What follows belongs to an exercise in optimizing a design on an open flow for small area; a production flow would make more cautious choices.
Only simulation tests tie the RTL to the original design; equivalence was not proved.
Power and IR drop assume default switching activity.

ember:
## tdes_enc
module tdes_enc (
	input  wire          clk,
	input  wire          rst,
	input  wire  [127:0] pt,
	input  wire  [191:0] keys,
	output logic [127:0] ct,
	output logic [191:0] ek
);
	logic        ld;           
	logic [3:0]  rc;           
	logic        p1, p2, nd;   
	logic [63:0] x_q, y_q, k_q;   
	logic [63:0] e1_q, e2_q;
	wire run   = ~ld & nd;
	wire lastr = (rc == 4'd15);
	function automatic logic [63:0] key_step(input logic [63:0] k);
		logic [15:0] t1, t2, t3, t4;
		t1 = k[63:48] ^ {2'b00, k[13:0]};
		t2 = t1 ^ k[47:32];
		t3 = t2 ^ k[31:16];
		t4 = t3 ^ k[15:0];
		key_step = {t1, t2, t3, t4};
	endfunction
	always_ff @(posedge clk) begin
		ld <= rst;
		rc <= ld ? 4'd0 : rc + 4'd1;
		if (rst) begin
			p1 <= 1'b0;
			p2 <= 1'b0;
			nd <= 1'b1;
		end else if (~ld && lastr) begin
			p1 <= 1'b1;
			p2 <= p1;
			nd <= ~p2;
		end
	end
	wire x_take = ~ld & run & ~(rc == 4'd0 && p1);
	wire x_hold = ~ld & ~(run & ~(rc == 4'd0 && p1));
	always_ff @(posedge clk) begin
		x_q <= ~(({64{ld}} & pt[127:64]) | ({64{x_take}} & ~y_q) | ({64{x_hold}} & ~x_q));
	end
	always_ff @(posedge clk) begin
		if (ld)
			y_q <= ~pt[63:0];
		else
			y_q <= y_q ^ ({64{run}} & (x_q ^ k_q));
	end
	wire k_s1   = ld;
	wire k_s2   = ~ld & lastr & ~p1 & nd;
	wire k_s3   = ~ld & lastr & p1 & ~p2;
	wire k_step = ~ld & ~lastr & nd;
	wire k_hold = ~ld & ((lastr & p2) | ~nd);
	wire [63:0] k_nx = ({64{k_s1}} & keys[191:128]) |
	                   ({64{k_s2}} & keys[127:64]) |
	                   ({64{k_s3}} & keys[63:0]) |
	                   ({64{k_step}} & ~(key_step(k_q) ^ 64'h3fff_c000_3fff_c000)) |
	                   ({64{k_hold}} & ~k_q);
	always_ff @(posedge clk)
		k_q <= ~k_nx;
	wire e1_ld = ~rst & run & lastr & ~p1;
	wire e2_ld = ~rst & run & lastr & p1 & ~p2;
	wire e1_hd = ~rst & ~e1_ld;
	wire e2_hd = ~rst & ~e2_ld;
	always_ff @(posedge clk) begin
		e1_q <= ({64{e1_ld}} & ~k_q) | ({64{e1_hd}} & e1_q);
		e2_q <= ({64{e2_ld}} & ~k_q) | ({64{e2_hd}} & e2_q);
	end
	assign ct = ~({x_q, y_q} | {128{nd}});
  ...
Size in the first run: ~1,500 cells after synthesis, about 330 flip-flops.
Settings: LEC_CHECK=0, CAP_MARGIN=20, CORE_AREA=5 5 165 165, DIE_AREA=0 0 170 170, SLEW_MARGIN=20; clock period 5.0 ns.
standard.sh (not shown) runs the stock make flow with config.mk's settings and CLKGATE_MAP_FILE= SYNTH_SCRIPT=/design/flow/synth_recipe.tcl, a recipe that flattens the netlist after the stock synthesis.
==> flow/flow/run.sh <==
#!/bin/bash
# The standard layout (standard.sh) with three changes:
#  - synthesis maps logic with an area-oriented abc script (flow/my_synth.tcl),
#  - ports are buffered with the smallest buffer,
#  - the clock tree uses small buffers and no dummy loads.
set -euo pipefail
W=$(pwd)
sed "s#SYNTH_SCRIPT=[^ ]*#SYNTH_SCRIPT=$W/flow/my_synth.tcl#" standard.sh > my_standard.sh
export BUFFER_PORTS_ARGS="-buffer_cell sky130_fd_sc_hd__buf_1"
export REMOVE_ABC_BUFFERS=1
export PLACE_PINS_ARGS="-min_distance 1 -min_distance_in_tracks"
export CTS_ARGS="-sink_clustering_enable -sink_clustering_size 10 -sink_clustering_max_diameter 30 -repair_clock_nets -dont_use_dummy_load -buf_list sky130_fd_sc_hd__clkbuf_4"
bash my_standard.sh finish > standard_flow.log 2>&1
==> flow/flow/area.abc <==
&get -n
&st
&dch -f
&nf -R 1000 -p -E 100
&st
&dch -f
&nf -R 1000 -p -E 100
&put
==> flow/flow/my_synth.tcl <==
# The standard flow's synthesis (synth_recipe.tcl) with only the abc step's script swapped
# for the area-oriented one beside this file. Registers are mapped before abc,
# so they come out as in the standard synthesis.
set ::my_abc_script [file join [file dirname [file normalize [info script]]] area.abc]
proc abc {args} {
  set i [lsearch -exact $args -script]
  if { $i >= 0 } { lset args [expr {$i + 1}] $::my_abc_script }
  puts "abc with $::my_abc_script"
  yosys abc {*}$args
}
source [file join [file dirname [file dirname [file normalize [info script]]]] synth_recipe.tcl]
Inputs modified between ember and pepper:
Settings: changing CORE_AREA from 5 5 165 165 to 5 5 145 145; changing DIE_AREA from 0 0 170 170 to 0 0 150 150.
--- a/flow/flow/run.sh
+++ b/flow/flow/run.sh
@@ -10,4 +10,4 @@
 export REMOVE_ABC_BUFFERS=1
 export PLACE_PINS_ARGS="-min_distance 1 -min_distance_in_tracks"
-export CTS_ARGS="-sink_clustering_enable -sink_clustering_size 10 -sink_clustering_max_diameter 30 -repair_clock_nets -dont_use_dummy_load -buf_list sky130_fd_sc_hd__clkbuf_4"
+export CTS_ARGS="-sink_clustering_enable -sink_clustering_size 8 -sink_clustering_max_diameter 50 -repair_clock_nets -dont_use_dummy_load -buf_list sky130_fd_sc_hd__clkbuf_4"
 bash my_standard.sh finish > standard_flow.log 2>&1
[summary]
Re number of inserted filler cells in the final layout: pepper is about 43% down on ember. Relative to ember, post-layout utilization of the core has increased by 18 points in pepper. Power of the clock network (ember / pepper): 1.19. Global-route track usage on met1 is higher on pepper. As of pepper, final design area excluding fillers had fallen slightly compared to ember. The worst path required time of pepper and that of ember are within noise of each other. Compared with ember, pepper shows a area growth from synthesis to final layout that is 1.9 points lower.
--- input diff pepper..quartz ---
Settings: CORE_AREA: 5 5 145 145 -> 5 5 165 165; DIE_AREA: 0 0 150 150 -> 0 0 170 170.
--- a/flow/flow/run.sh
+++ b/flow/flow/run.sh
@@ -10,4 +10,4 @@
 export REMOVE_ABC_BUFFERS=1
 export PLACE_PINS_ARGS="-min_distance 1 -min_distance_in_tracks"
-export CTS_ARGS="-sink_clustering_enable -sink_clustering_size 8 -sink_clustering_max_diameter 50 -repair_clock_nets -dont_use_dummy_load -buf_list sky130_fd_sc_hd__clkbuf_4"
+export CTS_ARGS="-sink_clustering_enable -sink_clustering_size 10 -sink_clustering_max_diameter 40 -repair_clock_nets -dont_use_dummy_load -buf_list sky130_fd_sc_hd__clkbuf_4"
 bash my_standard.sh finish > standard_flow.log 2>&1
## What came out
On number of routed nets with antenna violations, pepper and quartz are basically level.
[quartz] global router's overall resource usage fell 9.1 points relative to pepper
pepper vs quartz, uppermost signal routing layer after detailed routing: met4 vs met5
Between quartz and pepper, it is quartz whose cell area power density is lower, by about 1%.
Compared with pepper, quartz shows total wire length after detailed routing higher by 1.1%.
Compared with pepper, quartz shows power that has gone down slightly.
Diff pepper and quartz: largest net degree at the start of global routing higher in pepper

separate check: timing with driven ports:
Ports are ideal in the flow. The routed layouts listed here were re-timed in OpenROAD.
Step 1: set_driving_cell puts a clkbuf_16 on clk and a buf_2 on each other input, an assumption about the parent block.
Step 2 moves the port delays by t, midway between the first and last clock arrival at a register: inputs arrive t later, outputs are due t later. That takes back most of the time a late clock gives input paths.
a / b / c = no drivers / after step 1 / after step 2; a / b = the first two.
run	t (ns)	setup WS [ns]	hold slack, ns	worst slew at a driven data input, ns
ember	0.684	1.409 / 1.362 / 1.892	0.451 / 0.451 / 0.451	0.10
pepper	0.693	1.337 / 1.292 / 1.777	0.459 / 0.459 / 0.459	0.11
quartz	0.706	1.331 / 1.285 / 1.830	0.453 / 0.453 / 0.453	0.11
After both steps every run listed still meets setup and hold.
